This is an optimization exercise on Yosys and OpenROAD, whose aim is small area, a short achievable clock period and few clock cycles per item, not a production implementation.
Where RTL was checked, it was by simulation tests only, not by an equivalence proof against the original.
Power is estimated from default activity; no workload was simulated.

// lc4_pipe_top
module lc4_pipe_top (
    input  logic        gwe,
    input  logic        i_rst,
    output logic [15:0] o_pc,
    input  logic [15:0] i_insn,
    output logic [15:0] o_dmem_addr,
    output logic        o_dmem_we,
    output logic [15:0] o_dmem_wdata,
    input  logic [15:0] i_dmem_rdata,
    output logic        o_wb_valid,
    output logic [15:0] o_wb_pc,
    output logic [15:0] o_wb_insn,
    output logic        o_wb_we,
    output logic [2:0]  o_wb_rd,
    output logic [15:0] o_wb_data
);
Size: about 2,600 cells after synthesis, roughly 140 I/O pins, about 21,000 um2 of cells after synthesis.
==> flow/config.mk <==
export PLATFORM = sky130hd
export DESIGN_NAME = lc4_pipe_top
export DESIGN_NICKNAME = lc4_pipe_top
export VERILOG_FILES = /design/flow/design.v
export SDC_FILE = /design/flow/constraint.sdc
export NUM_CORES = 4
export LEC_CHECK = 0
export ABC_AREA = 1
export CAP_MARGIN = 20
export CORE_MARGIN = 2
export CORE_UTILIZATION = 40
export SLEW_MARGIN = 20
export TNS_END_PERCENT = 0
==> flow/constraint.sdc <==
create_clock -name core_clock -period 9.0 [get_ports {gwe}]
set_input_delay 1.8000 -clock core_clock [delete_from_list [all_inputs] [get_ports {gwe}]]
set_output_delay 1.8000 -clock core_clock [all_outputs]
set_load 0.01 [all_outputs]
standard.sh (not shown) runs the stock make flow with config.mk's settings and CLKGATE_MAP_FILE= SYNTH_SCRIPT=/design/flow/synth_recipe.tcl, a recipe that flattens the netlist after the stock synthesis.
==> flow/flow/run.sh <==
#!/bin/bash
# The standard layout, with these changes:
#  - every input and output port is buffered by a plain buffer (buf_2)
#    instead of the default delay-cell buffer;
#  - clock tree synthesis clusters up to 20 flip-flops per leaf buffer and
#    adds no dummy loads;
#  - timing repair aims for 6 ns of setup slack (a 3 ns period) on the
#    worst path; the clock and constraints are unchanged.
set -euo pipefail
export BUFFER_PORTS_ARGS="-buffer_cell sky130_fd_sc_hd__buf_2"
export CTS_ARGS="-sink_clustering_enable -repair_clock_nets -sink_clustering_size 20 -sink_clustering_max_diameter 100 -dont_use_dummy_load"
export SETUP_SLACK_MARGIN=6
bash standard.sh > standard.log 2>&1
The first run ran to the end with no violations.
Edit:
--- a/flow/design.v
+++ b/flow/design.v
@@ -237,13 +237,12 @@
     logic        x_valid;
     logic [15:0] x_insn, xa, xb;
     logic        x_am, x_aw;                   
     logic        x_bm, x_bw;
     logic        x_sld;                        
     logic        x_sub, x_imm, x_imm_s;        
-    logic        x_s_sum, x_s_a, x_s_log, x_s_imm9, x_s_sh, x_s_hic;
     logic        m_valid, m_we, m_ld, m_st, m_mul, m_busy;
     logic [15:0] m_insn, m_res, m_b;
     logic        w_valid, w_we;
     logic [15:0] w_insn, w_data, w_pc;
     always_ff @(posedge gwe) begin
         if (i_rst) begin
@@ -298,13 +297,13 @@
     assign x_we  = op_arith ? (x_insn[5] || !(x_insn[4] && x_insn[3])) :
                    op_shift ? !(x_insn[5] && x_insn[4]) :
                    (op_logic || op_ldr || op == 4'b1001 || op == 4'b1101);
     assign x_fwd = x_valid && x_we && !op_ldr;
     assign x_mul = op_arith && x_insn[5:3] == 3'b001;
     logic [15:0] a, b;
-    logic [15:0] mt_r0, mt_r1, mt_r2, m_c;
+    logic [15:0] mt_r0, mt_r1, mt_r2, m_ma, m_c;
     logic        f_am, f_bm;
     assign f_am  = x_fwd && x_insn[11:9] == f_a_idx;
     assign f_bm  = x_fwd && x_insn[11:9] == f_b_idx;
     always_ff @(posedge gwe) begin
         if (i_rst)       x_valid <= 1'b0;
         else if (!stall) x_valid <= f_valid;
@@ -333,18 +332,12 @@
             x_sld   <= f_str && x_valid && op_ldr && x_insn[11:9] == f_insn[11:9];
             x_aw    <= f_uses_a && !f_am && m_valid && m_we && m_insn[11:9] == f_a_idx;
             x_bw    <= f_uses_b && !f_bm && m_valid && m_we && m_insn[11:9] == f_b_idx;
             x_sub   <= f_sub;
             x_imm   <= (f_arith && f_insn[5]) || f_op == 4'b0110 || f_str;
             x_imm_s <= (f_op == 4'b0110 || f_str) ? f_insn[5] : f_insn[4];
-            x_s_sum  <= (f_arith && f_insn[5:3] != 3'b001) || f_op == 4'b0110 || f_str;
-            x_s_a    <= f_arith && f_insn[5:3] == 3'b001;
-            x_s_log  <= f_logic;
-            x_s_imm9 <= f_op == 4'b1001;
-            x_s_sh   <= f_op == 4'b1010;
-            x_s_hic  <= f_hic;
         end
     end
     logic        x_ar, x_br;
     assign x_ar = !(x_am || x_aw);
     assign x_br = !(x_bm || x_bw);
     assign a    = ({16{x_am}} & m_res) | ({16{x_aw}} & w_data) | ({16{x_ar}} & xa);
@@ -380,17 +373,20 @@
             2'b01:   lg = ~a;
             2'b10:   lg = a | b;
             default: lg = a ^ b;
         endcase
     end
     logic [15:0] res;
+    logic x_s_sum, x_s_imm9, x_s_hic;
+    assign x_s_sum  = (op_arith && !x_mul) || op_ldr || op_str;
+    assign x_s_imm9 = op == 4'b1001;
+    assign x_s_hic  = op == 4'b1101;
     assign res = ({16{x_s_sum}}  & sum)
-               | ({16{x_s_a}}    & a)
-               | ({16{x_s_log}}  & lg)
+               | ({16{op_logic}} & lg)
                | ({16{x_s_imm9}} & imm9)
-               | ({16{x_s_sh}}   & sh_out)
+               | ({16{op_shift}} & sh_out)
                | ({16{x_s_hic}}  & {x_insn[7:0], b[7:0]});
     always_ff @(posedge gwe) begin
         if (i_rst) begin
             m_valid <= 1'b0;
             m_st    <= 1'b0;
             m_mul   <= 1'b0;
@@ -407,17 +403,18 @@
     always_ff @(posedge gwe) begin
         if (!stall) begin
             m_insn <= x_insn;
             m_we   <= x_we;
             m_ld   <= op_ldr;
         end
-        m_res <= m_busy ? mt_r0 : res;
+        m_res <= res;
+        m_ma  <= m_busy ? mt_r0 : a;
         m_b   <= m_busy ? mt_r1 : x_sld ? i_dmem_rdata : b;
         m_c   <= mt_r2;
     end
-    lc4_mul16 u_mul (.a(m_res), .b(m_b), .r0(mt_r0), .r1(mt_r1), .r2(mt_r2));
+    lc4_mul16 u_mul (.a(m_ma), .b(m_b), .r0(mt_r0), .r1(mt_r1), .r2(mt_r2));
     assign o_dmem_addr  = m_res;
     assign o_dmem_we    = m_st;
     assign o_dmem_wdata = m_b;
     always_ff @(posedge gwe) begin
         if (i_rst) begin
             w_valid <= 1'b0;
@@ -427,13 +424,13 @@
             if (w_valid) w_pc <= w_pc + 16'd1;
         end
     end
     always_ff @(posedge gwe) begin
         w_insn <= m_insn;
         w_we   <= m_we;
-        w_data <= m_ld ? i_dmem_rdata : m_mul ? m_res + m_b + m_c : m_res;
+        w_data <= m_ld ? i_dmem_rdata : m_mul ? m_ma + m_b + m_c : m_res;
     end
     assign o_wb_valid = w_valid;
     assign o_wb_pc    = w_pc;
     assign o_wb_insn  = w_insn;
     assign o_wb_we    = w_we;
     assign o_wb_rd    = w_insn[11:9];
Utilization is lower by 0.90 points.
Clock-buffer cell count is unchanged.
Clock skew barely changes.
Non-clock buffer count goes down by 31.
Total power increases by 1.7%.
Synthesized cell count increases by 0.91%.
Final area went down by 1.7%.
Wire length falls by 1.9%.
Global-route usage drops by 0.39 points.
Register-to-register slack improves by 0.07 ns.
Testbench counts after the change, summed over its fixed seeds: cycles 16,944, instructions 16,000.
The RTL of the first run of this note was laid out without a check of its function.

-- re-timing with driven ports --
The results above use ideal ports. As a check the final layouts listed here were re-extracted and re-timed, cells and wires unchanged.
Step 1 (the two cells are an assumption about what drives the block):
set clk [get_ports {gwe}]
set_driving_cell -lib_cell sky130_fd_sc_hd__clkbuf_16 $clk
set_driving_cell -lib_cell sky130_fd_sc_hd__buf_2 [delete_from_list [all_inputs] $clk]
Step 2, shift: input delay + t, output delay - t, t = (earliest + latest rising clock arrival at the registers) / 2. This alone moves slack from input paths to output paths.
a / b / c = ideal ports / drivers / drivers and shift; a / b = the first two.
run | t, ns | slack for setup (ns) | worst data-port slew with drivers (ns)
the first run | 0.619 | 5.736 / 5.736 / 5.721 | 0.04
the second run | 0.606 | 5.806 / 5.756 / 5.806 | 0.06
After both steps setup and hold are still met in every run listed. The setup slack of the first run, which loses most, moves by 0.000 ns with the drivers and by -0.015 ns with both steps.
